Background: an optimization exercise with open tools, aiming at small area, a short achievable clock period and few clock cycles. Do not read the settings as production practice. The RTL was checked by simulation tests, not by an equivalence proof against the original design. Power and IR drop assume default switching activity.

--- design/flow/design.v ---
`timescale 1ns/100ps
`default_nettype none
package dur_pkg;
	typedef logic [3:0] rate_code_t;
	typedef logic [3:0] rate_idx_t;
	typedef logic [15:0] dur_t;         
	typedef logic [11:0] frame_len_t;   
	typedef logic [7:0]  resp_len_t;    
	typedef enum logic {
		dur_bcast  = 1'b0,
		dur_single = 1'b1
	} dur_kind_t;
	localparam int NUM_RATES      = 12;
	localparam int FIRST_OFDM_IDX = 4;
	localparam int OFDM_PREAMBLE_US = 16;
	localparam int OFDM_SIGNAL_US   = 4;
	localparam int OFDM_SYMBOL_US   = 4;
	localparam int SIGNAL_EXT_US    = 6;
	localparam int SERVICE_BITS     = 16;
	localparam int TAIL_BITS        = 6;
	localparam int CCK_LONG_PLCP_US  = 192;
	localparam int CCK_SHORT_PLCP_US = 96;
	localparam int INV_FRAC_BITS = 8;  
	function automatic rate_idx_t rate_code_to_index(input rate_code_t code);
		rate_idx_t idx;
		if (code[3]) begin
			idx = rate_idx_t'(code[1:0]);  
		end else begin
			case (code[2:0])
				3'd0: idx = 4'd10;  
				3'd1: idx = 4'd8;   
				3'd2: idx = 4'd6;   
				3'd3: idx = 4'd4;   
				3'd4: idx = 4'd11;  
				3'd5: idx = 4'd9;   
				3'd6: idx = 4'd7;   
				default: idx = 4'd5;  
			endcase
		end
		rate_code_to_index = idx;
	endfunction
endpackage
`default_nettype wire
`timescale 1ns/100ps
`default_nettype none
module basic_rate_sel (
	input  dur_pkg::rate_idx_t            data_idx,
	input  wire logic [dur_pkg::NUM_RATES-1:0] basic_rate_set,
	output dur_pkg::rate_idx_t                 resp_idx
);
	dur_pkg::rate_idx_t floor_idx;
	assign floor_idx = (data_idx < dur_pkg::rate_idx_t'(dur_pkg::FIRST_OFDM_IDX)) ?
		dur_pkg::rate_idx_t'(0) : dur_pkg::rate_idx_t'(dur_pkg::FIRST_OFDM_IDX);
	always_comb begin
		resp_idx = floor_idx;
		for (int i = 0; i < dur_pkg::NUM_RATES; i++) begin
			if (basic_rate_set[i] && dur_pkg::rate_idx_t'(i) >= floor_idx &&
				dur_pkg::rate_idx_t'(i) <= data_idx)
				resp_idx = dur_pkg::rate_idx_t'(i);  
		end
	end
endmodule
`default_nettype wire
`timescale 1ns/100ps
`timescale 1ns/100ps
`default_nettype none
module frame_airtime (
	input  wire logic [17:3] nbn,
	input  wire logic [15:0] w,
	input  wire logic [23:0] k,
	output logic [23:0] a
);
	logic [15:0] wn;
	logic p3_0;
	logic p3_1;
	logic p3_2;
	logic p3_3;
	logic p3_4;
	logic p3_5;
	logic p3_6;
	logic p3_7;
	logic p3_8;
	logic p3_9;
	logic p3_10;
	logic p3_11;
	logic p3_12;
	logic p3_13;
	logic p3_14;
	logic p3_15;
	logic p4_0;
	logic p4_1;
	logic p4_2;
	logic p4_3;
	logic p4_4;
	logic p4_5;
	logic p4_6;
	logic p4_7;
	logic p4_8;
	logic p4_9;
	logic p4_10;
	logic p4_11;
	logic p4_12;
	logic p4_13;
	logic p4_14;
	logic p4_15;
	logic p5_0;
	logic p5_1;
	logic p5_2;
	logic p5_3;
	logic p5_4;
	logic p5_5;
	logic p5_6;
	logic p5_7;
	logic p5_8;
	logic p5_9;
	logic p5_10;
	logic p5_11;
	logic p5_12;
	logic p5_13;
	logic p5_14;
	logic p5_15;
	logic p6_0;
	logic p6_1;
	logic p6_2;
	logic p6_3;
	logic p6_4;
	logic p6_5;
	logic p6_6;
	logic p6_7;
	logic p6_8;
	logic p6_9;
	logic p6_10;
	logic p6_11;
	logic p6_12;
	logic p6_13;
	logic p6_14;
	logic p6_15;
	logic p7_0;
	logic p7_1;
	logic p7_2;
	logic p7_3;
	logic p7_4;
	logic p7_5;
	logic p7_6;
	logic p7_7;
	logic p7_8;
	logic p7_9;
	logic p7_10;
	logic p7_11;
	logic p7_12;
	logic p7_13;
	logic p7_14;
	logic p7_15;
	logic p8_0;
	logic p8_1;
	logic p8_2;
	logic p8_3;
	logic p8_4;
	logic p8_5;
	logic p8_6;
	logic p8_7;
	logic p8_8;
	logic p8_9;
	logic p8_10;
	logic p8_11;
	logic p8_12;
	logic p8_13;
	logic p8_14;
	logic p8_15;
	logic p9_0;
	logic p9_1;
	logic p9_2;
	logic p9_3;
	logic p9_4;
	logic p9_5;
	logic p9_6;
	logic p9_7;
	logic p9_8;
	logic p9_9;
	logic p9_10;
	logic p9_11;
	logic p9_12;
	logic p9_13;
	logic p9_14;
	logic p10_0;
	logic p10_1;
	logic p10_2;
	logic p10_3;
	logic p10_4;
	logic p10_5;
	logic p10_6;
	logic p10_7;
	logic p10_8;
	logic p10_9;
	logic p10_10;
	logic p10_11;
	logic p10_12;
	logic p10_13;
	logic p11_0;
	logic p11_1;
	logic p11_2;
	logic p11_3;
	logic p11_4;
	logic p11_5;
	logic p11_6;
	logic p11_7;
	logic p11_8;
	logic p11_9;
	logic p11_10;
	logic p11_11;
	logic p11_12;
	logic p12_0;
	logic p12_1;
	logic p12_2;
	logic p12_3;
	logic p12_4;
	logic p12_5;
	logic p12_6;
	logic p12_7;
	logic p12_8;
	logic p12_9;
	logic p12_10;
	logic p12_11;
	logic p13_0;
	logic p13_1;
	logic p13_2;
	logic p13_3;
	logic p13_4;
	logic p13_5;
	logic p13_6;
	logic p13_7;
	logic p13_8;
	logic p13_9;
	logic p13_10;
	logic p14_0;
	logic p14_1;
	logic p14_2;
	logic p14_3;
	logic p14_4;
	logic p14_5;
	logic p14_6;
	logic p14_7;
	logic p14_8;
	logic p14_9;
	logic p15_0;
	logic p15_1;
	logic p15_2;
	logic p15_3;
	logic p15_4;
	logic p15_5;
	logic p15_6;
	logic p15_7;
	logic p15_8;
	logic p16_0;
	logic p16_1;
	logic p16_2;
	logic p16_3;
	logic p16_4;
	logic p16_5;
	logic p16_6;
	logic p16_7;
	logic p17_0;
	logic p17_1;
	logic p17_2;
	logic p17_3;
	logic p17_4;
	logic p17_5;
	logic p17_6;
	logic s1;
	logic c1;
	logic s2;
	logic c2;
	logic s3;
	logic c3;
	logic s4;
	logic c4;
	logic s5;
	logic c5;
	logic s6;
	logic c6;
	logic s7;
	logic c7;
	logic s8;
	logic c8;
	logic s9;
	logic c9;
	logic s10;
	logic c10;
	logic s11;
	logic c11;
	logic s12;
	logic c12;
	logic s13;
	logic c13;
	logic s14;
	logic c14;
	logic s15;
	logic c15;
	logic s16;
	logic c16;
	logic s17;
	logic c17;
	logic s18;
	logic c18;
	logic s19;
	logic c19;
	logic s20;
	logic c20;
	logic s21;
	logic c21;
	logic s22;
	logic c22;
	logic s23;
	logic c23;
	logic s24;
	logic c24;
	logic s25;
	logic c25;
	logic s26;
	logic c26;
	logic s27;
	logic c27;
	logic s28;
	logic c28;
	logic s29;
	logic c29;
	logic s30;
	logic c30;
	logic s31;
	logic c31;
	logic s32;
	logic c32;
	logic s33;
	logic c33;
	logic s34;
	logic c34;
	logic s35;
	logic c35;
	logic s36;
	logic c36;
	logic s37;
	logic c37;
	logic s38;
	logic c38;
	logic s39;
	logic c39;
	logic s40;
	logic c40;
	logic s41;
	logic c41;
	logic s42;
	logic c42;
	logic s43;
	logic c43;
	logic s44;
	logic c44;
	logic s45;
	logic c45;
	logic s46;
	logic c46;
	logic s47;
	logic c47;
	logic s48;
	logic c48;
	logic s49;
	logic c49;
	logic s50;
	logic c50;
	logic s51;
	logic c51;
	logic s52;
	logic c52;
	logic s53;
	logic c53;
	logic s54;
	logic c54;
	logic s55;
	logic c55;
	logic s56;
	logic c56;
	logic s57;
	logic c57;
	logic s58;
	logic c58;
	logic s59;
	logic c59;
	logic s60;
	logic c60;
	logic s61;
	logic c61;
	logic s62;
	logic c62;
	logic s63;
	logic c63;
	logic s64;
	logic c64;
	logic s65;
	logic c65;
	logic s66;
	logic c66;
	logic s67;
	logic c67;
	logic s68;
	logic c68;
	logic s69;
	logic c69;
	logic s70;
	logic c70;
	logic s71;
	logic c71;
	logic s72;
	logic c72;
	logic s73;
	logic c73;
	logic s74;
	logic c74;
	logic s75;
	logic c75;
	logic s76;
	logic c76;
	logic s77;
	logic c77;
	logic s78;
	logic c78;
	logic s79;
	logic c79;
	logic s80;
	logic c80;
	logic s81;
	logic c81;
	logic s82;
	logic c82;
	logic s83;
	logic c83;
	logic s84;
	logic c84;
	logic s85;
	logic c85;
	logic s86;
	logic c86;
	logic s87;
	logic c87;
	logic s88;
	logic c88;
	logic s89;
	logic c89;
	logic s90;
	logic c90;
	logic s91;
	logic c91;
	logic s92;
	logic c92;
	logic s93;
	logic c93;
	logic s94;
	logic c94;
	logic s95;
	logic c95;
	logic s96;
	logic c96;
	logic s97;
	logic c97;
	logic s98;
	logic c98;
	logic s99;
	logic c99;
	logic s100;
	logic c100;
	logic s101;
	logic c101;
	logic s102;
	logic c102;
	logic s103;
	logic c103;
	logic s104;
	logic c104;
	logic s105;
	logic c105;
	logic s106;
	logic c106;
	logic s107;
	logic c107;
	logic s108;
	logic c108;
	logic s109;
	logic c109;
	logic s110;
	logic c110;
	logic s111;
	logic c111;
	logic s112;
	logic c112;
	logic s113;
	logic c113;
	logic s114;
	logic c114;
	logic s115;
	logic c115;
	logic s116;
	logic c116;
	logic s117;
	logic c117;
	logic s118;
	logic c118;
	logic s119;
	logic c119;
	logic s120;
	logic c120;
	logic s121;
	logic c121;
	logic s122;
	logic c122;
	logic s123;
	logic c123;
	logic s124;
	logic c124;
	logic s125;
	logic c125;
	logic s126;
	logic c126;
	logic s127;
	logic c127;
	logic s128;
	logic c128;
	logic s129;
	logic c129;
	logic s130;
	logic c130;
	logic s131;
	logic c131;
	logic s132;
	logic c132;
	logic s133;
	logic c133;
	logic s134;
	logic c134;
	logic s135;
	logic c135;
	logic s136;
	logic c136;
	logic s137;
	logic c137;
	logic s138;
	logic c138;
	logic s139;
	logic c139;
	logic s140;
	logic c140;
	logic s141;
	logic c141;
	logic s142;
	logic c142;
	logic s143;
	logic c143;
	logic s144;
	logic c144;
	logic s145;
	logic c145;
	logic s146;
	logic c146;
	logic s147;
	logic c147;
	logic s148;
	logic c148;
	logic s149;
	logic c149;
	logic s150;
	logic c150;
	logic s151;
	logic c151;
	logic s152;
	logic c152;
	logic s153;
	logic c153;
	logic s154;
	logic c154;
	logic s155;
	logic c155;
	logic s156;
	logic c156;
	logic s157;
	logic c157;
	logic s158;
	logic c158;
	logic s159;
	logic c159;
	logic s160;
	logic c160;
	logic s161;
	logic c161;
	logic s162;
	logic c162;
	logic s163;
	logic c163;
	logic s164;
	logic c164;
	logic s165;
	logic c165;
	logic s166;
	logic c166;
	logic s167;
	logic c167;
	logic s168;
	logic c168;
	logic s169;
	logic c169;
	logic s170;
	logic c170;
	logic s171;
	logic c171;
	logic s172;
	logic c172;
	logic s173;
	logic c173;
	logic s174;
	logic c174;
	logic s175;
	logic c175;
	logic s176;
	logic c176;
	logic s177;
	logic c177;
	logic s178;
	logic c178;
	logic s179;
	logic c179;
	inv16 u_wn (.a(w), .y(wn));
	assign p3_0 = ~(wn[0] | nbn[3]);
	assign p3_1 = ~(wn[1] | nbn[3]);
	assign p3_2 = ~(wn[2] | nbn[3]);
	assign p3_3 = ~(wn[3] | nbn[3]);
	assign p3_4 = ~(wn[4] | nbn[3]);
	assign p3_5 = ~(wn[5] | nbn[3]);
	assign p3_6 = ~(wn[6] | nbn[3]);
	assign p3_7 = ~(wn[7] | nbn[3]);
	assign p3_8 = ~(wn[8] | nbn[3]);
	assign p3_9 = ~(wn[9] | nbn[3]);
	assign p3_10 = ~(wn[10] | nbn[3]);
	assign p3_11 = ~(wn[11] | nbn[3]);
	assign p3_12 = ~(wn[12] | nbn[3]);
	assign p3_13 = ~(wn[13] | nbn[3]);
	assign p3_14 = ~(wn[14] | nbn[3]);
	assign p3_15 = ~(wn[15] | nbn[3]);
	assign p4_0 = ~(wn[0] | nbn[4]);
	assign p4_1 = ~(wn[1] | nbn[4]);
	assign p4_2 = ~(wn[2] | nbn[4]);
	assign p4_3 = ~(wn[3] | nbn[4]);
	assign p4_4 = ~(wn[4] | nbn[4]);
	assign p4_5 = ~(wn[5] | nbn[4]);
	assign p4_6 = ~(wn[6] | nbn[4]);
	assign p4_7 = ~(wn[7] | nbn[4]);
	assign p4_8 = ~(wn[8] | nbn[4]);
	assign p4_9 = ~(wn[9] | nbn[4]);
	assign p4_10 = ~(wn[10] | nbn[4]);
	assign p4_11 = ~(wn[11] | nbn[4]);
	assign p4_12 = ~(wn[12] | nbn[4]);
	assign p4_13 = ~(wn[13] | nbn[4]);
	assign p4_14 = ~(wn[14] | nbn[4]);
	assign p4_15 = ~(wn[15] | nbn[4]);
	assign p5_0 = ~(wn[0] | nbn[5]);
	assign p5_1 = ~(wn[1] | nbn[5]);
	assign p5_2 = ~(wn[2] | nbn[5]);
	assign p5_3 = ~(wn[3] | nbn[5]);
	assign p5_4 = ~(wn[4] | nbn[5]);
	assign p5_5 = ~(wn[5] | nbn[5]);
	assign p5_6 = ~(wn[6] | nbn[5]);
	assign p5_7 = ~(wn[7] | nbn[5]);
	assign p5_8 = ~(wn[8] | nbn[5]);
	assign p5_9 = ~(wn[9] | nbn[5]);
	assign p5_10 = ~(wn[10] | nbn[5]);
	assign p5_11 = ~(wn[11] | nbn[5]);
	assign p5_12 = ~(wn[12] | nbn[5]);
	assign p5_13 = ~(wn[13] | nbn[5]);
	assign p5_14 = ~(wn[14] | nbn[5]);
	assign p5_15 = ~(wn[15] | nbn[5]);
	assign p6_0 = ~(wn[0] | nbn[6]);
	assign p6_1 = ~(wn[1] | nbn[6]);
	assign p6_2 = ~(wn[2] | nbn[6]);
	assign p6_3 = ~(wn[3] | nbn[6]);
	assign p6_4 = ~(wn[4] | nbn[6]);
	assign p6_5 = ~(wn[5] | nbn[6]);
	assign p6_6 = ~(wn[6] | nbn[6]);
	assign p6_7 = ~(wn[7] | nbn[6]);
	assign p6_8 = ~(wn[8] | nbn[6]);
	assign p6_9 = ~(wn[9] | nbn[6]);
	assign p6_10 = ~(wn[10] | nbn[6]);
	assign p6_11 = ~(wn[11] | nbn[6]);
	assign p6_12 = ~(wn[12] | nbn[6]);
	assign p6_13 = ~(wn[13] | nbn[6]);
	assign p6_14 = ~(wn[14] | nbn[6]);
	assign p6_15 = ~(wn[15] | nbn[6]);
	assign p7_0 = ~(wn[0] | nbn[7]);
	assign p7_1 = ~(wn[1] | nbn[7]);
	assign p7_2 = ~(wn[2] | nbn[7]);
	assign p7_3 = ~(wn[3] | nbn[7]);
	assign p7_4 = ~(wn[4] | nbn[7]);
	assign p7_5 = ~(wn[5] | nbn[7]);
	assign p7_6 = ~(wn[6] | nbn[7]);
	assign p7_7 = ~(wn[7] | nbn[7]);
	assign p7_8 = ~(wn[8] | nbn[7]);
	assign p7_9 = ~(wn[9] | nbn[7]);
	assign p7_10 = ~(wn[10] | nbn[7]);
	assign p7_11 = ~(wn[11] | nbn[7]);
	assign p7_12 = ~(wn[12] | nbn[7]);
	assign p7_13 = ~(wn[13] | nbn[7]);
	assign p7_14 = ~(wn[14] | nbn[7]);
	assign p7_15 = ~(wn[15] | nbn[7]);
	assign p8_0 = ~(wn[0] | nbn[8]);
	assign p8_1 = ~(wn[1] | nbn[8]);
	assign p8_2 = ~(wn[2] | nbn[8]);
	assign p8_3 = ~(wn[3] | nbn[8]);
	assign p8_4 = ~(wn[4] | nbn[8]);
	assign p8_5 = ~(wn[5] | nbn[8]);
	assign p8_6 = ~(wn[6] | nbn[8]);
	assign p8_7 = ~(wn[7] | nbn[8]);
	assign p8_8 = ~(wn[8] | nbn[8]);
	assign p8_9 = ~(wn[9] | nbn[8]);
	assign p8_10 = ~(wn[10] | nbn[8]);
	assign p8_11 = ~(wn[11] | nbn[8]);
	assign p8_12 = ~(wn[12] | nbn[8]);
	assign p8_13 = ~(wn[13] | nbn[8]);
	assign p8_14 = ~(wn[14] | nbn[8]);
	assign p8_15 = ~(wn[15] | nbn[8]);
	assign p9_0 = ~(wn[0] | nbn[9]);
	assign p9_1 = ~(wn[1] | nbn[9]);
	assign p9_2 = ~(wn[2] | nbn[9]);
	assign p9_3 = ~(wn[3] | nbn[9]);
	assign p9_4 = ~(wn[4] | nbn[9]);
	assign p9_5 = ~(wn[5] | nbn[9]);
	assign p9_6 = ~(wn[6] | nbn[9]);
	assign p9_7 = ~(wn[7] | nbn[9]);
	assign p9_8 = ~(wn[8] | nbn[9]);
	assign p9_9 = ~(wn[9] | nbn[9]);
	assign p9_10 = ~(wn[10] | nbn[9]);
	assign p9_11 = ~(wn[11] | nbn[9]);
	assign p9_12 = ~(wn[12] | nbn[9]);
	assign p9_13 = ~(wn[13] | nbn[9]);
	assign p9_14 = ~(wn[14] | nbn[9]);
	assign p10_0 = ~(wn[0] | nbn[10]);
	assign p10_1 = ~(wn[1] | nbn[10]);
	assign p10_2 = ~(wn[2] | nbn[10]);
	assign p10_3 = ~(wn[3] | nbn[10]);
	assign p10_4 = ~(wn[4] | nbn[10]);
	assign p10_5 = ~(wn[5] | nbn[10]);
	assign p10_6 = ~(wn[6] | nbn[10]);
	assign p10_7 = ~(wn[7] | nbn[10]);
	assign p10_8 = ~(wn[8] | nbn[10]);
	assign p10_9 = ~(wn[9] | nbn[10]);
	assign p10_10 = ~(wn[10] | nbn[10]);
	assign p10_11 = ~(wn[11] | nbn[10]);
	assign p10_12 = ~(wn[12] | nbn[10]);
	assign p10_13 = ~(wn[13] | nbn[10]);
	assign p11_0 = ~(wn[0] | nbn[11]);
	assign p11_1 = ~(wn[1] | nbn[11]);
	assign p11_2 = ~(wn[2] | nbn[11]);
	assign p11_3 = ~(wn[3] | nbn[11]);
	assign p11_4 = ~(wn[4] | nbn[11]);
	assign p11_5 = ~(wn[5] | nbn[11]);
	assign p11_6 = ~(wn[6] | nbn[11]);
	assign p11_7 = ~(wn[7] | nbn[11]);
	assign p11_8 = ~(wn[8] | nbn[11]);
	assign p11_9 = ~(wn[9] | nbn[11]);
	assign p11_10 = ~(wn[10] | nbn[11]);
	assign p11_11 = ~(wn[11] | nbn[11]);
	assign p11_12 = ~(wn[12] | nbn[11]);
	assign p12_0 = ~(wn[0] | nbn[12]);
	assign p12_1 = ~(wn[1] | nbn[12]);
	assign p12_2 = ~(wn[2] | nbn[12]);
	assign p12_3 = ~(wn[3] | nbn[12]);
	assign p12_4 = ~(wn[4] | nbn[12]);
	assign p12_5 = ~(wn[5] | nbn[12]);
	assign p12_6 = ~(wn[6] | nbn[12]);
	assign p12_7 = ~(wn[7] | nbn[12]);
	assign p12_8 = ~(wn[8] | nbn[12]);
	assign p12_9 = ~(wn[9] | nbn[12]);
	assign p12_10 = ~(wn[10] | nbn[12]);
	assign p12_11 = ~(wn[11] | nbn[12]);
	assign p13_0 = ~(wn[0] | nbn[13]);
	assign p13_1 = ~(wn[1] | nbn[13]);
	assign p13_2 = ~(wn[2] | nbn[13]);
	assign p13_3 = ~(wn[3] | nbn[13]);
	assign p13_4 = ~(wn[4] | nbn[13]);
	assign p13_5 = ~(wn[5] | nbn[13]);
	assign p13_6 = ~(wn[6] | nbn[13]);
	assign p13_7 = ~(wn[7] | nbn[13]);
	assign p13_8 = ~(wn[8] | nbn[13]);
	assign p13_9 = ~(wn[9] | nbn[13]);
	assign p13_10 = ~(wn[10] | nbn[13]);
	assign p14_0 = ~(wn[0] | nbn[14]);
	assign p14_1 = ~(wn[1] | nbn[14]);
	assign p14_2 = ~(wn[2] | nbn[14]);
	assign p14_3 = ~(wn[3] | nbn[14]);
	assign p14_4 = ~(wn[4] | nbn[14]);
	assign p14_5 = ~(wn[5] | nbn[14]);
	assign p14_6 = ~(wn[6] | nbn[14]);
	assign p14_7 = ~(wn[7] | nbn[14]);
	assign p14_8 = ~(wn[8] | nbn[14]);
	assign p14_9 = ~(wn[9] | nbn[14]);
	assign p15_0 = ~(wn[0] | nbn[15]);
	assign p15_1 = ~(wn[1] | nbn[15]);
	assign p15_2 = ~(wn[2] | nbn[15]);
	assign p15_3 = ~(wn[3] | nbn[15]);
	assign p15_4 = ~(wn[4] | nbn[15]);
	assign p15_5 = ~(wn[5] | nbn[15]);
	assign p15_6 = ~(wn[6] | nbn[15]);
	assign p15_7 = ~(wn[7] | nbn[15]);
	assign p15_8 = ~(wn[8] | nbn[15]);
	assign p16_0 = ~(wn[0] | nbn[16]);
	assign p16_1 = ~(wn[1] | nbn[16]);
	assign p16_2 = ~(wn[2] | nbn[16]);
	assign p16_3 = ~(wn[3] | nbn[16]);
	assign p16_4 = ~(wn[4] | nbn[16]);
	assign p16_5 = ~(wn[5] | nbn[16]);
	assign p16_6 = ~(wn[6] | nbn[16]);
	assign p16_7 = ~(wn[7] | nbn[16]);
	assign p17_0 = ~(wn[0] | nbn[17]);
	assign p17_1 = ~(wn[1] | nbn[17]);
	assign p17_2 = ~(wn[2] | nbn[17]);
	assign p17_3 = ~(wn[3] | nbn[17]);
	assign p17_4 = ~(wn[4] | nbn[17]);
	assign p17_5 = ~(wn[5] | nbn[17]);
	assign p17_6 = ~(wn[6] | nbn[17]);
	ha2 u1 (.a(k[15]), .b(p3_12), .s(s1), .co(c1));
	fa3 u2 (.a(k[16]), .b(p3_13), .c(p4_12), .s(s2), .co(c2));
	ha2 u3 (.a(p5_11), .b(p6_10), .s(s3), .co(c3));
	fa3 u4 (.a(k[17]), .b(p3_14), .c(p4_13), .s(s4), .co(c4));
	fa3 u5 (.a(p5_12), .b(p6_11), .c(p7_10), .s(s5), .co(c5));
	ha2 u6 (.a(p8_9), .b(p9_8), .s(s6), .co(c6));
	fa3 u7 (.a(k[18]), .b(p3_15), .c(p4_14), .s(s7), .co(c7));
	fa3 u8 (.a(p5_13), .b(p6_12), .c(p7_11), .s(s8), .co(c8));
	fa3 u9 (.a(p8_10), .b(p9_9), .c(p10_8), .s(s9), .co(c9));
	fa3 u10 (.a(k[19]), .b(p4_15), .c(p5_14), .s(s10), .co(c10));
	fa3 u11 (.a(p6_13), .b(p7_12), .c(p8_11), .s(s11), .co(c11));
	ha2 u12 (.a(p9_10), .b(p10_9), .s(s12), .co(c12));
	fa3 u13 (.a(k[20]), .b(p5_15), .c(p6_14), .s(s13), .co(c13));
	fa3 u14 (.a(p7_13), .b(p8_12), .c(p9_11), .s(s14), .co(c14));
	fa3 u15 (.a(k[21]), .b(p6_15), .c(p7_14), .s(s15), .co(c15));
	ha2 u16 (.a(k[11]), .b(p3_8), .s(s16), .co(c16));
	fa3 u17 (.a(k[12]), .b(p3_9), .c(p4_8), .s(s17), .co(c17));
	ha2 u18 (.a(p5_7), .b(p6_6), .s(s18), .co(c18));
	fa3 u19 (.a(k[13]), .b(p3_10), .c(p4_9), .s(s19), .co(c19));
	fa3 u20 (.a(p5_8), .b(p6_7), .c(p7_6), .s(s20), .co(c20));
	ha2 u21 (.a(p8_5), .b(p9_4), .s(s21), .co(c21));
	fa3 u22 (.a(k[14]), .b(p3_11), .c(p4_10), .s(s22), .co(c22));
	fa3 u23 (.a(p5_9), .b(p6_8), .c(p7_7), .s(s23), .co(c23));
	fa3 u24 (.a(p8_6), .b(p9_5), .c(p10_4), .s(s24), .co(c24));
	ha2 u25 (.a(p11_3), .b(p12_2), .s(s25), .co(c25));
	fa3 u26 (.a(p4_11), .b(p5_10), .c(p6_9), .s(s26), .co(c26));
	fa3 u27 (.a(p7_8), .b(p8_7), .c(p9_6), .s(s27), .co(c27));
	fa3 u28 (.a(p10_5), .b(p11_4), .c(p12_3), .s(s28), .co(c28));
	fa3 u29 (.a(p13_2), .b(p14_1), .c(p15_0), .s(s29), .co(c29));
	fa3 u30 (.a(p7_9), .b(p8_8), .c(p9_7), .s(s30), .co(c30));
	fa3 u31 (.a(p10_6), .b(p11_5), .c(p12_4), .s(s31), .co(c31));
	fa3 u32 (.a(p13_3), .b(p14_2), .c(p15_1), .s(s32), .co(c32));
	fa3 u33 (.a(p16_0), .b(c1), .c(s3), .s(s33), .co(c33));
	fa3 u34 (.a(p10_7), .b(p11_6), .c(p12_5), .s(s34), .co(c34));
	fa3 u35 (.a(p13_4), .b(p14_3), .c(p15_2), .s(s35), .co(c35));
	fa3 u36 (.a(p16_1), .b(p17_0), .c(c3), .s(s36), .co(c36));
	fa3 u37 (.a(s6), .b(c2), .c(s4), .s(s37), .co(c37));
	fa3 u38 (.a(p11_7), .b(p12_6), .c(p13_5), .s(s38), .co(c38));
	fa3 u39 (.a(p14_4), .b(p15_3), .c(p16_2), .s(s39), .co(c39));
	fa3 u40 (.a(p17_1), .b(c6), .c(c4), .s(s40), .co(c40));
	fa3 u41 (.a(c5), .b(s7), .c(s8), .s(s41), .co(c41));
	fa3 u42 (.a(p11_8), .b(p12_7), .c(p13_6), .s(s42), .co(c42));
	fa3 u43 (.a(p14_5), .b(p15_4), .c(p16_3), .s(s43), .co(c43));
	fa3 u44 (.a(p17_2), .b(s12), .c(c7), .s(s44), .co(c44));
	fa3 u45 (.a(c8), .b(c9), .c(s10), .s(s45), .co(c45));
	fa3 u46 (.a(p10_10), .b(p11_9), .c(p12_8), .s(s46), .co(c46));
	fa3 u47 (.a(p13_7), .b(p14_6), .c(p15_5), .s(s47), .co(c47));
	fa3 u48 (.a(p16_4), .b(p17_3), .c(c12), .s(s48), .co(c48));
	fa3 u49 (.a(c10), .b(c11), .c(s13), .s(s49), .co(c49));
	fa3 u50 (.a(p8_13), .b(p9_12), .c(p10_11), .s(s50), .co(c50));
	fa3 u51 (.a(p11_10), .b(p12_9), .c(p13_8), .s(s51), .co(c51));
	fa3 u52 (.a(p14_7), .b(p15_6), .c(p16_5), .s(s52), .co(c52));
	fa3 u53 (.a(p17_4), .b(c13), .c(c14), .s(s53), .co(c53));
	fa3 u54 (.a(k[22]), .b(p7_15), .c(p8_14), .s(s54), .co(c54));
	fa3 u55 (.a(p9_13), .b(p10_12), .c(p11_11), .s(s55), .co(c55));
	fa3 u56 (.a(p12_10), .b(p13_9), .c(p14_8), .s(s56), .co(c56));
	fa3 u57 (.a(p15_7), .b(p16_6), .c(p17_5), .s(s57), .co(c57));
	fa3 u58 (.a(k[23]), .b(p8_15), .c(p9_14), .s(s58), .co(c58));
	fa3 u59 (.a(p10_13), .b(p11_12), .c(p12_11), .s(s59), .co(c59));
	fa3 u60 (.a(p13_10), .b(p14_9), .c(p15_8), .s(s60), .co(c60));
	ha2 u61 (.a(k[8]), .b(p3_5), .s(s61), .co(c61));
	fa3 u62 (.a(k[9]), .b(p3_6), .c(p4_5), .s(s62), .co(c62));
	ha2 u63 (.a(p5_4), .b(p6_3), .s(s63), .co(c63));
	fa3 u64 (.a(k[10]), .b(p3_7), .c(p4_6), .s(s64), .co(c64));
	fa3 u65 (.a(p5_5), .b(p6_4), .c(p7_3), .s(s65), .co(c65));
	ha2 u66 (.a(p8_2), .b(p9_1), .s(s66), .co(c66));
	fa3 u67 (.a(p4_7), .b(p5_6), .c(p6_5), .s(s67), .co(c67));
	fa3 u68 (.a(p7_4), .b(p8_3), .c(p9_2), .s(s68), .co(c68));
	fa3 u69 (.a(p10_1), .b(p11_0), .c(s16), .s(s69), .co(c69));
	fa3 u70 (.a(p7_5), .b(p8_4), .c(p9_3), .s(s70), .co(c70));
	fa3 u71 (.a(p10_2), .b(p11_1), .c(p12_0), .s(s71), .co(c71));
	fa3 u72 (.a(c16), .b(s18), .c(s17), .s(s72), .co(c72));
	fa3 u73 (.a(p10_3), .b(p11_2), .c(p12_1), .s(s73), .co(c73));
	fa3 u74 (.a(p13_0), .b(c18), .c(s21), .s(s74), .co(c74));
	fa3 u75 (.a(c17), .b(s19), .c(s20), .s(s75), .co(c75));
	fa3 u76 (.a(p13_1), .b(p14_0), .c(c21), .s(s76), .co(c76));
	fa3 u77 (.a(s25), .b(c19), .c(c20), .s(s77), .co(c77));
	fa3 u78 (.a(s22), .b(s23), .c(s24), .s(s78), .co(c78));
	fa3 u79 (.a(c25), .b(s1), .c(c22), .s(s79), .co(c79));
	fa3 u80 (.a(c23), .b(c24), .c(s26), .s(s80), .co(c80));
	fa3 u81 (.a(s27), .b(s28), .c(s29), .s(s81), .co(c81));
	fa3 u82 (.a(c26), .b(c27), .c(c28), .s(s82), .co(c82));
	fa3 u83 (.a(c29), .b(s30), .c(s31), .s(s83), .co(c83));
	fa3 u84 (.a(s32), .b(s2), .c(s33), .s(s84), .co(c84));
	fa3 u85 (.a(c30), .b(c31), .c(c32), .s(s85), .co(c85));
	fa3 u86 (.a(s34), .b(s35), .c(s5), .s(s86), .co(c86));
	fa3 u87 (.a(c33), .b(s36), .c(s37), .s(s87), .co(c87));
	fa3 u88 (.a(c34), .b(c35), .c(s38), .s(s88), .co(c88));
	fa3 u89 (.a(s39), .b(s9), .c(c36), .s(s89), .co(c89));
	fa3 u90 (.a(c37), .b(s40), .c(s41), .s(s90), .co(c90));
	fa3 u91 (.a(c38), .b(c39), .c(s42), .s(s91), .co(c91));
	fa3 u92 (.a(s43), .b(s11), .c(c40), .s(s92), .co(c92));
	fa3 u93 (.a(c41), .b(s44), .c(s45), .s(s93), .co(c93));
	fa3 u94 (.a(c42), .b(c43), .c(s46), .s(s94), .co(c94));
	fa3 u95 (.a(s47), .b(s14), .c(s48), .s(s95), .co(c95));
	fa3 u96 (.a(c44), .b(c45), .c(s49), .s(s96), .co(c96));
	fa3 u97 (.a(c46), .b(c47), .c(s50), .s(s97), .co(c97));
	fa3 u98 (.a(s51), .b(s52), .c(s15), .s(s98), .co(c98));
	fa3 u99 (.a(c48), .b(c49), .c(s53), .s(s99), .co(c99));
	fa3 u100 (.a(c50), .b(c51), .c(c52), .s(s100), .co(c100));
	fa3 u101 (.a(s54), .b(s55), .c(s56), .s(s101), .co(c101));
	fa3 u102 (.a(s57), .b(c15), .c(c53), .s(s102), .co(c102));
	fa3 u103 (.a(p16_7), .b(p17_6), .c(c54), .s(s103), .co(c103));
	fa3 u104 (.a(c55), .b(c56), .c(c57), .s(s104), .co(c104));
	fa3 u105 (.a(s58), .b(s59), .c(s60), .s(s105), .co(c105));
	ha2 u106 (.a(k[6]), .b(p3_3), .s(s106), .co(c106));
	fa3 u107 (.a(k[7]), .b(p3_4), .c(p4_3), .s(s107), .co(c107));
	ha2 u108 (.a(p5_2), .b(p6_1), .s(s108), .co(c108));
	fa3 u109 (.a(p4_4), .b(p5_3), .c(p6_2), .s(s109), .co(c109));
	fa3 u110 (.a(p7_1), .b(p8_0), .c(s61), .s(s110), .co(c110));
	fa3 u111 (.a(p7_2), .b(p8_1), .c(p9_0), .s(s111), .co(c111));
	fa3 u112 (.a(c61), .b(s63), .c(s62), .s(s112), .co(c112));
	fa3 u113 (.a(p10_0), .b(c63), .c(s66), .s(s113), .co(c113));
	fa3 u114 (.a(c62), .b(s64), .c(s65), .s(s114), .co(c114));
	fa3 u115 (.a(c66), .b(c64), .c(c65), .s(s115), .co(c115));
	fa3 u116 (.a(s67), .b(s68), .c(s69), .s(s116), .co(c116));
	fa3 u117 (.a(c67), .b(c68), .c(s70), .s(s117), .co(c117));
	fa3 u118 (.a(s71), .b(c69), .c(s72), .s(s118), .co(c118));
	fa3 u119 (.a(c70), .b(c71), .c(s73), .s(s119), .co(c119));
	fa3 u120 (.a(s74), .b(c72), .c(s75), .s(s120), .co(c120));
	fa3 u121 (.a(c73), .b(c74), .c(s76), .s(s121), .co(c121));
	fa3 u122 (.a(c75), .b(s77), .c(s78), .s(s122), .co(c122));
	fa3 u123 (.a(c76), .b(c77), .c(c78), .s(s123), .co(c123));
	fa3 u124 (.a(s79), .b(s80), .c(s81), .s(s124), .co(c124));
	fa3 u125 (.a(c79), .b(c80), .c(c81), .s(s125), .co(c125));
	fa3 u126 (.a(s82), .b(s83), .c(s84), .s(s126), .co(c126));
	fa3 u127 (.a(c82), .b(c83), .c(s85), .s(s127), .co(c127));
	fa3 u128 (.a(s86), .b(c84), .c(s87), .s(s128), .co(c128));
	fa3 u129 (.a(c85), .b(c86), .c(s88), .s(s129), .co(c129));
	fa3 u130 (.a(s89), .b(c87), .c(s90), .s(s130), .co(c130));
	fa3 u131 (.a(c88), .b(s91), .c(c89), .s(s131), .co(c131));
	fa3 u132 (.a(c90), .b(s92), .c(s93), .s(s132), .co(c132));
	fa3 u133 (.a(c91), .b(s94), .c(s95), .s(s133), .co(c133));
	fa3 u134 (.a(c92), .b(c93), .c(s96), .s(s134), .co(c134));
	fa3 u135 (.a(c94), .b(s97), .c(s98), .s(s135), .co(c135));
	fa3 u136 (.a(c95), .b(c96), .c(s99), .s(s136), .co(c136));
	fa3 u137 (.a(c97), .b(c98), .c(s100), .s(s137), .co(c137));
	fa3 u138 (.a(s101), .b(c99), .c(s102), .s(s138), .co(c138));
	fa3 u139 (.a(c100), .b(c101), .c(s103), .s(s139), .co(c139));
	fa3 u140 (.a(s104), .b(s105), .c(c102), .s(s140), .co(c140));
	ha2 u141 (.a(k[5]), .b(p3_2), .s(s141), .co(c141));
	fa3 u142 (.a(p4_2), .b(p5_1), .c(p6_0), .s(s142), .co(c142));
	fa3 u143 (.a(p7_0), .b(c106), .c(s108), .s(s143), .co(c143));
	fa3 u144 (.a(c108), .b(c107), .c(s109), .s(s144), .co(c144));
	fa3 u145 (.a(c109), .b(s111), .c(c110), .s(s145), .co(c145));
	fa3 u146 (.a(c111), .b(s113), .c(c112), .s(s146), .co(c146));
	fa3 u147 (.a(c113), .b(c114), .c(s115), .s(s147), .co(c147));
	fa3 u148 (.a(c115), .b(s117), .c(c116), .s(s148), .co(c148));
	fa3 u149 (.a(c117), .b(s119), .c(c118), .s(s149), .co(c149));
	fa3 u150 (.a(c119), .b(s121), .c(c120), .s(s150), .co(c150));
	fa3 u151 (.a(c121), .b(c122), .c(s123), .s(s151), .co(c151));
	fa3 u152 (.a(c123), .b(c124), .c(s125), .s(s152), .co(c152));
	fa3 u153 (.a(c125), .b(s127), .c(c126), .s(s153), .co(c153));
	fa3 u154 (.a(c127), .b(s129), .c(c128), .s(s154), .co(c154));
	fa3 u155 (.a(c129), .b(s131), .c(c130), .s(s155), .co(c155));
	fa3 u156 (.a(c131), .b(s133), .c(c132), .s(s156), .co(c156));
	fa3 u157 (.a(s135), .b(c133), .c(c134), .s(s157), .co(c157));
	fa3 u158 (.a(c135), .b(s137), .c(c136), .s(s158), .co(c158));
	fa3 u159 (.a(c137), .b(s139), .c(c138), .s(s159), .co(c159));
	ha2 u160 (.a(k[4]), .b(p3_1), .s(s160), .co(c160));
	fa3 u161 (.a(p4_1), .b(p5_0), .c(s141), .s(s161), .co(c161));
	fa3 u162 (.a(c141), .b(s106), .c(s142), .s(s162), .co(c162));
	fa3 u163 (.a(c142), .b(s107), .c(s143), .s(s163), .co(c163));
	fa3 u164 (.a(c143), .b(s110), .c(s144), .s(s164), .co(c164));
	fa3 u165 (.a(c144), .b(s112), .c(s145), .s(s165), .co(c165));
	fa3 u166 (.a(s114), .b(c145), .c(s146), .s(s166), .co(c166));
	fa3 u167 (.a(s116), .b(c146), .c(s147), .s(s167), .co(c167));
	fa3 u168 (.a(c147), .b(s118), .c(s148), .s(s168), .co(c168));
	fa3 u169 (.a(s120), .b(c148), .c(s149), .s(s169), .co(c169));
	fa3 u170 (.a(s122), .b(c149), .c(s150), .s(s170), .co(c170));
	fa3 u171 (.a(s124), .b(c150), .c(s151), .s(s171), .co(c171));
	fa3 u172 (.a(s126), .b(c151), .c(s152), .s(s172), .co(c172));
	fa3 u173 (.a(c152), .b(s128), .c(s153), .s(s173), .co(c173));
	fa3 u174 (.a(s130), .b(c153), .c(s154), .s(s174), .co(c174));
	fa3 u175 (.a(s132), .b(c154), .c(s155), .s(s175), .co(c175));
	fa3 u176 (.a(s134), .b(c155), .c(s156), .s(s176), .co(c176));
	fa3 u177 (.a(s136), .b(c156), .c(s157), .s(s177), .co(c177));
	fa3 u178 (.a(s138), .b(c157), .c(s158), .s(s178), .co(c178));
	fa3 u179 (.a(s140), .b(c158), .c(s159), .s(s179), .co(c179));
	logic [23:0] r0, r1;
	assign r0 = {c178, c177, c176, c175, c174, c173, c172, c171, c170, c169, c168, c167, c166, c165, c164, c163, c162, c161, c160, s160, k[3], k[2], k[1], k[0]};
	assign r1 = {s179, s178, s177, s176, s175, s174, s173, s172, s171, s170, s169, s168, s167, s166, s165, s164, s163, s162, s161, p4_0, p3_0, 1'b0, 1'b0, 1'b0};
	assign a = r0 + r1;
endmodule
module fa3 (
	input  wire logic a, b, c,
	output logic      s, co
);
	assign s  = a ^ b ^ c;
	assign co = (a & b) | (a & c) | (b & c);
endmodule
module inv16 (
	input  wire logic [15:0] a,
	output logic [15:0]      y
);
	assign y = ~a;
endmodule
module ha2 (
	input  wire logic a, b,
	output logic      s, co
);
	assign s  = a ^ b;
	assign co = a & b;
endmodule
`default_nettype wire
`timescale 1ns/100ps
`timescale 1ns/100ps
`default_nettype none
module tx_duration #(
	parameter int INV_W = 16
) (
	input  wire logic                 clk,
	input  wire logic                 arst_n,
	input  wire logic                 start,
	input  dur_pkg::dur_kind_t            dur_kind,
	input  dur_pkg::rate_code_t           data_rate,
	input  dur_pkg::resp_len_t            resp_len,
	input  dur_pkg::frame_len_t           next_len,
	input  wire logic                 long_pre,
	input  wire logic [dur_pkg::NUM_RATES-1:0] basic_rate_set,
	input  dur_pkg::dur_t                 sifs,
	output logic                      tab_en,
	output dur_pkg::rate_idx_t                 tab_addr,
	input  wire logic [INV_W-1:0]     tab_data,
	output logic                      dur_valid,
	output dur_pkg::dur_t                      dur,
	output dur_pkg::rate_idx_t                 resp_rate
);
	dur_pkg::rate_idx_t data_idx;
	dur_pkg::rate_idx_t resp_idx;
	logic s_rd;    
	logic s_d1;    
	logic ofdm_q, both_q;
	logic idle;
	logic has_resp, has_next, both, go;
	logic is_ofdm;
	dur_pkg::frame_len_t nxt_len;
	logic [15:0] nbits;
	logic [17:3] nbn_q;
	logic [1:0] shamt;
	logic [15:0] lomask;
	logic [23:0] kadd, prod;
	dur_pkg::dur_t acc, cst, part, triple, sum;
	assign data_idx = dur_pkg::rate_code_to_index(data_rate);
	basic_rate_sel sel0 (
		.data_idx(data_idx), .basic_rate_set(basic_rate_set), .resp_idx(resp_idx)
	);
	assign has_resp = |resp_len;
	assign has_next = |next_len;
	assign both     = has_resp & has_next;
	assign idle     = ~(s_rd | s_d1);
	assign go       = idle & start & (dur_kind == dur_pkg::dur_single) & (has_resp | has_next);
	assign is_ofdm  = ~data_rate[3];
	always_ff @(posedge clk or negedge arst_n) begin
		if (!arst_n) begin
			s_rd      <= 1'b0;
			s_d1      <= 1'b0;
			tab_en    <= 1'b0;
			dur_valid <= 1'b0;
		end else begin
			s_rd      <= go;
			s_d1      <= s_rd & both;
			tab_en    <= go | (s_rd & both);
			dur_valid <= (idle & start & ~go) | (s_rd & ~both) | s_d1;
		end
	end
	assign nxt_len  = s_d1 | ~has_resp ? next_len : dur_pkg::frame_len_t'(resp_len);
	assign cst      = is_ofdm ? 16'd26 : (long_pre ? 16'd192 : 16'd96);
	logic [11:0] inc_c;
	assign inc_c[0] = is_ofdm;
	for (genvar i = 0; i < 11; i++) begin : g_inc
		ha2 u (.a(nxt_len[i + 1]), .b(inc_c[i]), .s(nbits[i + 4]), .co(inc_c[i + 1]));
	end
	assign nbits[15]  = inc_c[11];
	assign nbits[3:0] = {nxt_len[0], is_ofdm, is_ofdm, 1'b0};
	logic [15:0] part_c;
	assign part[0]   = sifs[0];
	ha2 u_part1 (.a(sifs[1]), .b(cst[1]), .s(part[1]), .co(part_c[1]));
	for (genvar i = 2; i < 16; i++) begin : g_part
		if (i < 8) begin : g_f
			fa3 u (.a(sifs[i]), .b(cst[i]), .c(part_c[i - 1]), .s(part[i]), .co(part_c[i]));
		end else begin : g_h
			ha2 u (.a(sifs[i]), .b(part_c[i - 1]), .s(part[i]), .co(part_c[i]));
		end
	end
	logic [15:0] half, tri_c;
	assign half = both_q ? {1'b0, acc[15:1]} : 16'd0;
	ha2 u_tri0 (.a(acc[0]), .b(half[0]), .s(triple[0]), .co(tri_c[0]));
	for (genvar i = 1; i < 16; i++) begin : g_tri
		fa3 u (.a(acc[i]), .b(half[i]), .c(tri_c[i - 1]), .s(triple[i]), .co(tri_c[i]));
	end
	always_ff @(posedge clk) begin
		if (s_rd | s_d1)
			nbn_q <= ~(15'((18'(nbits) << {is_ofdm, 1'b0}) >> 3));
		else
			nbn_q <= '1;
		if (s_d1)
			acc <= {sum[14:0], sifs[0]};    
		else if (s_rd)
			acc <= triple;
		else
			acc <= go ? part : '0;
		ofdm_q <= is_ofdm;
		both_q <= both;    
	end
	assign shamt  = {ofdm_q, 1'b0};
	assign lomask = ~(16'hffff << shamt);
	assign kadd   = {acc & ~lomask, 8'h00} | (24'hff << shamt);
	frame_airtime air0 (
		.nbn(nbn_q), .w(tab_data), .k(kadd), .a(prod)
	);
	assign sum = (prod[23:8] & ~lomask) | (acc & lomask);
	assign dur = sum;
	always_ff @(posedge clk) begin
		if (idle)
			tab_addr <= (dur_kind == dur_pkg::dur_bcast) ? dur_pkg::rate_idx_t'(0) :
				(has_resp | ~has_next ? resp_idx : data_idx);
		else if (s_rd & both)
			tab_addr <= data_idx;
		else
			tab_addr <= resp_idx;
	end
	assign resp_rate = tab_addr;
endmodule
`default_nettype wire
--- design/flow/flow/run.sh ---
#!/bin/bash
# The standard ORFS layout (the standard.sh, all steps), with the port
# buffers made of the smallest buffer cell instead of ORFS's default pick.
set -e
export BUFFER_PORTS_ARGS="-buffer_cell sky130_fd_sc_hd__buf_1"
bash standard.sh > standard.log 2>&1
--- design/flow/standard.sh ---
#!/bin/bash
# synth_recipe.tcl (not shown) runs the flow's synth.tcl, then flattens the netlist and writes it again
# the make line also repeats each setting of config.mk as NAME=value (left out here)
make -C /OpenROAD-flow-scripts/flow DESIGN_CONFIG=/design/flow/config.mk WORK_HOME=/design/flow/orfs CLKGATE_MAP_FILE= SYNTH_SCRIPT=/design/flow/synth_recipe.tcl "${@:-finish}"
--- design/flow/config.mk ---
export PLATFORM = sky130hd
export DESIGN_NAME = tx_duration
export DESIGN_NICKNAME = tx_duration
export VERILOG_FILES = /design/flow/design.v
export SDC_FILE = /design/flow/constraint.sdc
export NUM_CORES = 4
export LEC_CHECK = 0
export CAP_MARGIN = 20
export CORE_MARGIN = 2
export CORE_UTILIZATION = 40
export CTS_BUF_LIST = sky130_fd_sc_hd__clkbuf_8
export SETUP_SLACK_MARGIN = 0.2
export SLEW_MARGIN = 20
export SYNTH_HIERARCHICAL = 1
export SYNTH_MINIMUM_KEEP_SIZE = 0
--- design/flow/constraint.sdc ---
create_clock -name core_clock -period 9.0 [get_ports {clk}]
set_input_delay 1.8000 -clock core_clock [delete_from_list [all_inputs] [get_ports {clk}]]
set_output_delay 1.8000 -clock core_clock [all_outputs]
set_load 0.01 [all_outputs]
==> summary.md, run 1 <==
| Metric | Value |
|---|---|
| Worst-Margin Slew | `0.821 ns` |
| Post-Route Setup TNS | `0 ns` |
| Die Area | `22,000 um^2` |
| Area delta synth->final | `8.49%` |
| Fin util | `0.444` |
| Reg2Reg Depth | `19` |
| Final Hold Fails | `0` |
| DR iter-0 viols | `335` |
| Largest net degree at the start of global routing | `34` |
| Avg Cell Area, Syn | `9.80 um^2` |
| Layout cells sized above 1 | `0.0978` |
| FF-to-FF End | `acc[15]` |
| Critical path launch point type | `primary input` |
| First-pass GRT wire length | `35.8 mm` |
| Clock latency on the worst-skew pair | `0.30 ns` |
| F_max | `117 MHz` |
| Root buffer cell | `clkbuf_8` |
| Worst hold path depth | `3` |
| Clock Sinks | `41` |
| DP Worst Slack | `0.302 ns` |
| Slowest-stage cell, CP | `fa_1` |
| Hold-fix buffers, CTS | `0` |
| Placed Cells | `1,182` |
| Longest Clk Path Bufs | `2` |
| Vias in the first global route | `6,946` |
| Worst Setup EP | `dur[15]` |
| Die height | `148 um` |
| CP Data Arrival Time | `6.78 ns` |
| Final ANT Viol Nets | `0` |
| Worst path bufs/invs | `3` |
| Final worst slack | `0.417 ns` |
| Kind of critical path | `primary input to output port` |
| Req. time, crit path | `7.20 ns` |
| Synthesized cell area | `8340 um^2` |
| Critical path fanouts, max | `8` |
| Power Density | `306 nW/um^2` |
| Reg2reg setup slack | `1.76 ns` |
| Final setup fails | `0` |
| All-layer global routing usage | `0.207` |
| DR vias | `6,374` |
| Most frequent cells in the layout | `216 x nor2_1, 186 x fa_1, 95 x buf_1, 54 x ha_1, 38 x nand2_1` |
| GPL Wtd Cong | `0.873` |
| Status | `complete, no violations` |
| CTS tree | `done` |
| Initial Util | `0.409` |
| Levels on crit path | `17` |
| Wire length per cell | `18.1 um` |
| Row cnt | `52` |
| Core Area | `20,400 um^2` |
| Routed wire length | `21.5 mm` |
| Antenna violations before repair | `0` |
| DP Wirelength | `18.5 mm` |
| Num CTS Buffers | `5` |
| Min Tclk post-route | `8.58 ns` |
| Nets | `1,234` |
| DRT Pass-1 Iters | `4` |
| Slew headroom | `0.453` |
| Max-slew violation count | `0` |
| IO buf count | `96` |
| Synthesis warning total | `8` |
| Antenna Cells | `0` |
| CP Launch Point | `tab_data[10]` |
| Most common cell after layout, fill and taps aside | `nor2_1` |
| Hold path start | `acc[0]` |
| Clock Skew | `0.0114 ns` |
| CP top delay family | `adder cells` |
| Hold crit path type | `flop to flop` |
| Avg Vias per Cell | `5.36` |
| Max_cap viols | `0` |
| Die Span X | `148 um` |
| H-tree level count | `2` |
| Leakage | `4.37 nW` |
| Overflow after GRT | `0` |
| Filler cells | `1,974` |
| Critical Path Max Stage Delay | `0.54 ns` |
| Maximum VDD drop | `0.000216 V` |
| Period Utilization, post-route | `0.954` |
| RSZ-0062 raised after global routing | `no` |
| Cell mode on critical path | `fa_1` |
| Io pins | `99` |
| CP cell instances | `buf_1 -> inv_2 -> nor2_1 -> fa_1 -> fa_1 -> fa_1 -> fa_1 -> fa_1 -> fa_1 -> ha_2 -> nand3_1 -> or3_1 -> nand4b_1 -> o211ai_1 -> a21oi_1 -> xnor2_1 -> clkbuf_2` |
| Start of the worst register-to-register path | `both_q` |
| Clock transition at path regs | `0.08 ns` |
| Post-Syn Instances | `851` |
| Residual DRC count | `0` |
| Non-Filler Instances | `1,190` |
| Endpoint type of the worst setup path | `output port` |
## worst min-delay path by stage
stage,to,slack [ns]
2_1_floorplan,acc[0],0.58
3_3_place_gp,acc[0],0.61
3_5_place_dp,acc[0],0.62
4_1_cts,acc[0],0.64
5_1_grt,acc[0],0.69
6_report,acc[0],0.63
## through the flow
| step | cell area (um^2) | total power, mW | hold slack (ns) |
|---|---|---|---|
| final | 9050 | 2.77 | 0.633 |
| after global placement | 8910 | 2.57 | 0.614 |
| after global routing | 9050 | 3.07 | 0.686 |
| after floorplan | 8360 | 1.91 | 0.580 |
| after detailed placement | 8910 | 2.60 | 0.616 |
| after CTS | 9030 | 2.77 | 0.637 |
## metal layers
| metal | routed length [um] | vias to the layer above | global-route usage |
|---|---|---|---|
| li1 | - | 2888 | - |
| met1 | 9130 | 3289 | 0.275 |
| met2 | 11100 | 171 | 0.367 |
| met3 | 931 | 26 | 0.0282 |
| met4 | 359 | 0 | 0.0367 |
| met5 | 0 | - | 0 |
## report_power, final
group	switching, mW	internal, mW
Combinational	1.40	0.914
Sequential	0.0820	0.220
Clock	0.0653	0.0894
## registers in the layout, summed over array words and instances, names as in the netlist
register,flops
acc,16
nbn_q,15
tab_addr,4
both_q,1
dur_valid,1
ofdm_q,1
s_d1,1
s_rd,1
tab_en,1
## worst register-to-register path: stages (launching register included)
cell and delay (ns):
dfxtp_1 0.43, and2_1 0.22, ha_1 0.18, fa_1 0.39, fa_1 0.39, fa_1 0.38, fa_1 0.40, fa_1 0.39
fa_1 0.39, fa_1 0.38, fa_1 0.39, fa_1 0.39, fa_1 0.39, fa_1 0.39, fa_1 0.39, fa_1 0.39
fa_1 0.38, fa_1 0.44, a221oi_1 0.34, a21oi_1 0.07
## layout make-up
type	count	area [um^2]	area share
clock inverter	2	33.8	0.00373
multi-input combinational	723	7140	0.789
inverter	36	135	0.0149
tap	270	338	0.0373
sequential	41	841	0.0929
timing repair buffer	112	482	0.0532
clock buffer	6	82.6	0.00913
## timing repair
action | in CTS | in global routing
setup endpoints to repair | 0 | 2
setup buffers | 0 | 0
gates resized for setup | 0 | 9
Testbench counts, summed over its fixed seeds: cycles 5,403.
==> inputs of run 2 (changes only) <==
--- a/design/flow/config.mk
+++ b/design/flow/config.mk
@@ -9,7 +9,7 @@
 export CORE_MARGIN = 2
 export CORE_UTILIZATION = 40
 export CTS_BUF_LIST = sky130_fd_sc_hd__clkbuf_8
-export SETUP_SLACK_MARGIN = 0.2
+export SETUP_SLACK_MARGIN = 0.35
 export SLEW_MARGIN = 20
 export SYNTH_HIERARCHICAL = 1
 export SYNTH_MINIMUM_KEEP_SIZE = 0
==> summary.md, run 2 <==
| Metric | Value |
|---|---|
| Status | `complete, no violations` |
| Period Utilization, post-route | `0.941` |
| Residual DRC count | `0` |
| Root buffer cell | `clkbuf_8` |
| Die Span X | `148 um` |
| Row cnt | `52` |
| Nets | `1,238` |
| First-pass GRT wire length | `35.8 mm` |
| F_max | `118 MHz` |
| Most common cell after layout, fill and taps aside | `nor2_1` |
| Endpoint type of the worst setup path | `output port` |
| Synthesized cell area | `8340 um^2` |
| Routed wire length | `21.5 mm` |
| Avg Cell Area, Syn | `9.80 um^2` |
| Worst-Margin Slew | `0.822 ns` |
| Die height | `148 um` |
| Design Power | `2.84 mW` |
| Critical path fanouts, max | `7` |
| CP Data Arrival Time | `6.67 ns` |
| Hold-fix buffers, CTS | `0` |
| Area delta synth->final | `9.68%` |
| DRT Pass-1 Iters | `4` |
| Clock latency on the worst-skew pair | `0.30 ns` |
| Hold crit path type | `flop to flop` |
| Critical path launch point type | `primary input` |
| RSZ-0062 raised after global routing | `no` |
| Area of the multi-input gates | `7190 um^2` |
| Wire length per cell | `18.0 um` |
| Max_cap viols | `0` |
| Largest regs | `acc x16, nbn_q x15, tab_addr x4` |
| Kind of critical path | `primary input to output port` |
| Core Area | `20,400 um^2` |
| Power Density | `311 nW/um^2` |
| Slew headroom | `0.452` |
| Reg2Reg Depth | `19` |
| Longest Clk Path Bufs | `2` |
| DP Wirelength | `18.5 mm` |
| Clock Skew | `0.0117 ns` |
| Worst hold path depth | `3` |
| IO buf count | `96` |
| DR vias | `6,349` |
| H-tree level count | `2` |
| Req. time, crit path | `7.20 ns` |
| Overflow after GRT | `0` |
| Final ANT Viol Nets | `0` |
| Clock transition at path regs | `0.08 ns` |
| Filler cells | `1,963` |
| Final setup fails | `0` |
| Layout cells sized above 1 | `0.118` |
| Post-Route Setup TNS | `0 ns` |
| Maximum VDD drop | `0.000222 V` |
| All-layer global routing usage | `0.207` |
| Avg Vias per Cell | `5.32` |
| Min Tclk post-route | `8.47 ns` |
| Antenna violations before repair | `0` |
| Post-Syn Instances | `851` |
| Die Area | `22,000 um^2` |
| Num CTS Buffers | `5` |
| Antenna Cells | `0` |
| Final Hold Fails | `0` |
| GPL Wtd Cong | `0.873` |
| Leakage | `4.37 nW` |
| Max-slew violation count | `0` |
| Largest net degree at the start of global routing | `34` |
| Placed Cells | `1,182` |
| Clock Sinks | `41` |
| Max reg flops | `16` |
| Synthesis warning total | `8` |
| Vias in the first global route | `6,946` |
| FF+latch area | `841 um^2` |
| DR iter-0 viols | `330` |
| Most frequent cells in the layout | `213 x nor2_1, 179 x fa_1, 95 x buf_1, 53 x ha_1, 38 x nand2_1` |
| Io pins | `99` |
| Register with the most flip-flops | `acc` |
| CTS tree | `done` |
| Non-Filler Instances | `1,194` |
| Initial Util | `0.409` |
==> run 2: cell types whose count changed in the layout (fill, tap and decap cells not counted), moves of 2 or more <==
cell and delta:
fa_1 -7, buf_4 +3, ha_4 +2, fa_2 +7
nor2_1 -3, inv_1 -2, nor2_2 +3
==> run 2: final timing paths <==
check	start	endpoint	slack [ns]
max in group asynchronous	arst_n	s_d1	7.50
worst min register to register	acc[0]	acc[0]	0.63
min in group asynchronous	arst_n	tab_en	1.32
worst min-delay path	acc[0]	acc[0]	0.63
worst max register to register	both_q	acc[15]	1.75
worst max-delay path	tab_data[14]	dur[15]	0.53
==> run 2: per-layer routing <==
layer	GRT usage	routed length, um	up-vias
li1	-	-	2895
met1	0.275	9320	3303
met2	0.367	11100	129
met3	0.0282	767	22
met4	0.0367	327	0
met5	0	0	-
==> run 2: through the flow <==
stage	setup slack (ns)	utilization	area (um^2)	hold slack, ns
floorplan	0.869	-	8360	0.580
global placement	0.312	0.438	8910	0.614
detailed placement	0.302	0.438	8910	0.616
CTS	0.360	0.443	9030	0.637
global route	0.335	0.449	9150	0.686
finish	0.534	0.449	9150	0.634
==> run 2: layout make-up <==
| type | count | area share |
|---|---|---|
| multi-input cells | 723 | 0.787 |
| flip-flops and latches | 41 | 0.0919 |
| repair buffers | 116 | 0.0564 |
| well taps | 270 | 0.0369 |
| inverters | 36 | 0.0155 |
| clock buffers | 6 | 0.00903 |
| clock inverters | 2 | 0.00369 |
==> run 2: power by group <==
part	leakage [nW]	switching (mW)	internal, mW
sequential	0.358	0.0824	0.220
combinational	3.95	1.43	0.958
clock	0.0626	0.0651	0.0894
total	4.37	1.57	1.27
==> run 2: timing repair <==
| item | CTS | global route |
|---|---|---|
| setup endpoints to repair | 1 | 2 |
| gates resized for setup | 3 | 26 |
| setup buffers | 0 | 4 |
| pin swaps | 0 | 3 |
==> run 2: critical path, stage by stage <==
cell and delay (ns):
buf_1 0.09, inv_2 0.13, nor2_1 0.08, fa_2 0.57
fa_1 0.43, fa_1 0.46, fa_1 0.40, fa_1 0.53
fa_1 0.46, ha_4 0.33, nand3_1 0.10, or3_1 0.41
nand4b_1 0.19, o211ai_1 0.23, a21oi_2 0.11, xnor2_1 0.18
buf_2 0.16
==> inputs of run 3 (changes only) <==
--- a/design/flow/config.mk
+++ b/design/flow/config.mk
@@ -9,7 +9,6 @@
 export CORE_MARGIN = 2
 export CORE_UTILIZATION = 40
 export CTS_BUF_LIST = sky130_fd_sc_hd__clkbuf_8
-export SETUP_SLACK_MARGIN = 0.35
 export SLEW_MARGIN = 20
 export SYNTH_HIERARCHICAL = 1
 export SYNTH_MINIMUM_KEEP_SIZE = 0
==> summary.md, run 3 <==
| Metric | Value |
|---|---|
| Clock transition at path regs | `0.08 ns` |
| Root buffer cell | `clkbuf_8` |
| Vias in the first global route | `6,946` |
| Min Tclk post-route | `8.71 ns` |
| Final Hold Fails | `0` |
| Antenna Cells | `0` |
| Wire length per cell | `18.0 um` |
| Die Area | `22,000 um^2` |
| Reg2reg setup slack | `1.75 ns` |
| Slowest-stage cell, CP | `fa_1` |
| First-pass GRT wire length | `35.8 mm` |
| PostCTS Resize Cnt | `0` |
| Leakage | `4.38 nW` |
| Max-slew violation count | `0` |
| Final ANT Viol Nets | `0` |
| Worst hold path depth | `3` |
| Max reg flops | `16` |
| Start of the worst register-to-register path | `both_q` |
| Endpoint type of the worst setup path | `output port` |
| FF-to-FF End | `acc[15]` |
| GPL Wtd Cong | `0.873` |
| Register with the most flip-flops | `acc` |
| Max_cap viols | `0` |
| Synthesized cell area | `8340 um^2` |
| F_max | `115 MHz` |
| Req. time, crit path | `7.20 ns` |
| Most frequent cells in the layout | `216 x nor2_1, 186 x fa_1, 96 x buf_1, 56 x ha_1, 38 x nand2_1` |
| Comb pwr share | `0.834` |
| Power Density | `304 nW/um^2` |
| Hold endpoint | `acc[0]` |
| Slew headroom | `0.447` |
| Kind of critical path | `primary input to output port` |
| Core Area | `20,400 um^2` |
| Largest regs | `acc x16, nbn_q x15, tab_addr x4` |
| Filler cells | `1,977` |
| Critical Path Max Stage Delay | `0.54 ns` |
| Post-Route Setup TNS | `0 ns` |
| Most common cell after layout, fill and taps aside | `nor2_1` |
| CTS tree | `done` |
| Clock latency on the worst-skew pair | `0.30 ns` |
| Worst path bufs/invs | `3` |
| Design Power | `2.74 mW` |
| IO buf count | `96` |
| Clock Skew | `0.0118 ns` |
| Post-CTS setup buffers | `0` |
| Nets | `1,234` |
| Clock power frac | `0.056` |
| Hold path start | `acc[0]` |
| Row cnt | `52` |
| Hold-fix buffers, CTS | `0` |
| DRT Pass-1 Iters | `4` |
| CP top delay family | `adder cells` |
| Synthesis warning total | `8` |
| Io pins | `99` |
| CP cell instances | `buf_1 -> inv_1 -> nor2_1 -> fa_1 -> fa_1 -> fa_1 -> fa_1 -> fa_1 -> fa_1 -> ha_1 -> nand3_1 -> or3_1 -> nand4b_1 -> o211ai_1 -> a21oi_1 -> xnor2_1 -> buf_1` |
| RSZ-0062 raised after global routing | `no` |
| Worst-Margin Slew | `0.829 ns` |
| Period Utilization, post-route | `0.968` |
| Num CTS Buffers | `5` |
| All-layer global routing usage | `0.207` |
| Post-Syn Instances | `851` |
| Hold crit path type | `flop to flop` |
| Overflow after GRT | `0` |
| Maximum VDD drop | `0.000217 V` |
| DR vias | `6,350` |
| Final setup fails | `0` |
| Critical path fanouts, max | `8` |
| Reg2Reg Depth | `19` |
| DR iter-0 viols | `359` |
| Routed wire length | `21.5 mm` |
| Die height | `148 um` |
| Longest Clk Path Bufs | `2` |
| Flop pwr share | `0.110` |
| Avg Vias per Cell | `5.34` |
| Layout cells sized above 1 | `0.0880` |
| Avg Cell Area, Syn | `9.80 um^2` |
| Sw Pwr | `1.54 mW` |
| Die Span X | `148 um` |
| Switching share of power | `0.561` |
| Residual DRC count | `0` |
| Antenna violations before repair | `0` |
| Cell mode on critical path | `fa_1` |
| CP Launch Point | `tab_data[10]` |
| Initial Util | `0.409` |
| Clock Sinks | `41` |
| Int Pwr | `1.20 mW` |
| Largest net degree at the start of global routing | `34` |
| CP Data Arrival Time | `6.91 ns` |
| DP Wirelength | `18.5 mm` |
| H-tree level count | `2` |
| Critical path launch point type | `primary input` |
| Status | `complete, no violations` |
| Area delta synth->final | `8.30%` |
==> run 3: layer usage <==
layer / wire length, um / global-route usage / vias to the layer above / share of wire
met5: 0 / 0 / - / 0
met4: 364 / 0.0367 / 0 / 0.017
met3: 1020 / 0.0282 / 26 / 0.048
met2: 11100 / 0.367 / 181 / 0.52
met1: 8960 / 0.275 / 3256 / 0.42
li1: - / - / 2887 / -
==> run 3: worst max path at each step <==
stage / endpoint / depth (start not counted) / slack, ns
final: dur[15] / 17 / 0.29
after global routing: dur[15] / 17 / 0.02
after CTS: dur[15] / 17 / 0.29
after detailed placement: dur[15] / 17 / 0.30
after global placement: dur[15] / 17 / 0.31
after floorplan: dur[15] / 16 / 0.87
==> run 3: through the flow <==
stage	hold slack (ns)	setup WS (ns)	cell area, um^2	std cells	util
floorplan	0.580	0.869	8360	856	-
global placement	0.614	0.312	8910	1182	0.438
CTS	0.637	0.293	9030	1190	0.443
detailed placement	0.616	0.302	8910	1182	0.438
global route	0.686	0.0204	9030	1190	0.443
finish	0.634	0.292	9030	1190	0.443
==> run 3: power groups by stage <==
stage	registers (mW)	clock network, mW	logic, mW
6_report	0.302	0.155	2.29
2_1_floorplan	0.262	0	1.65
5_1_grt	0.313	0.168	2.56
3_5_place_dp	0.307	0	2.29
3_3_place_gp	0.309	0	2.26
4_1_cts	0.304	0.158	2.31
==> run 3: cell type report <==
| type | instances | area, um^2 | area share |
|---|---|---|---|
| Tap cell | 270 | 338 | 0.0374 |
| Clock buffer | 6 | 82.6 | 0.00914 |
| Inverter | 36 | 135 | 0.0150 |
| Multi-Input combinational cell | 723 | 7120 | 0.788 |
| Clock inverter | 2 | 33.8 | 0.00374 |
| Sequential cell | 41 | 841 | 0.0931 |
| Timing Repair Buffer | 112 | 480 | 0.0532 |
==> run 3: worst reg2reg max path: stages (launching register included) <==
cell and delay (ns):
dfxtp_1 0.43, and2_1 0.22, ha_1 0.18, fa_1 0.39
fa_1 0.39, fa_1 0.38, fa_1 0.40, fa_1 0.39
fa_1 0.39, fa_1 0.38, fa_1 0.39, fa_1 0.39
fa_1 0.39, fa_1 0.39, fa_1 0.40, fa_1 0.39
fa_1 0.38, fa_1 0.44, a221oi_1 0.34, a21oi_1 0.07

[port drivers added, routing unchanged]
No port has a modelled driver above. Below, the same layouts with a new extraction and two added sets of constraints.
Step 1 (the two cells are an assumption about what drives the block):
set clk [get_ports {clk}]
set_driving_cell -lib_cell sky130_fd_sc_hd__clkbuf_16 $clk
set_driving_cell -lib_cell sky130_fd_sc_hd__buf_2 [delete_from_list [all_inputs] $clk]
Step 2, shift: input delay + t, output delay - t, t = (earliest + latest rising clock arrival at the registers) / 2. This alone moves slack from input paths to output paths.
a / b / c = ideal / step 1 / step 2; a / b = the first two.
run | shift t [ns] | setup slack, ns | clock arrival spread, ns | worst data-port slew with drivers (ns)
run 1 | 0.327 | 0.417 / 0.395 / 0.395 | 0.012 / 0.012 | 0.04
run 2 | 0.328 | 0.534 / 0.515 / 0.515 | 0.011 / 0.012 | 0.04
run 3 | 0.327 | 0.292 / 0.270 / 0.270 | 0.012 / 0.012 | 0.04
After both steps every run listed still meets setup and hold.
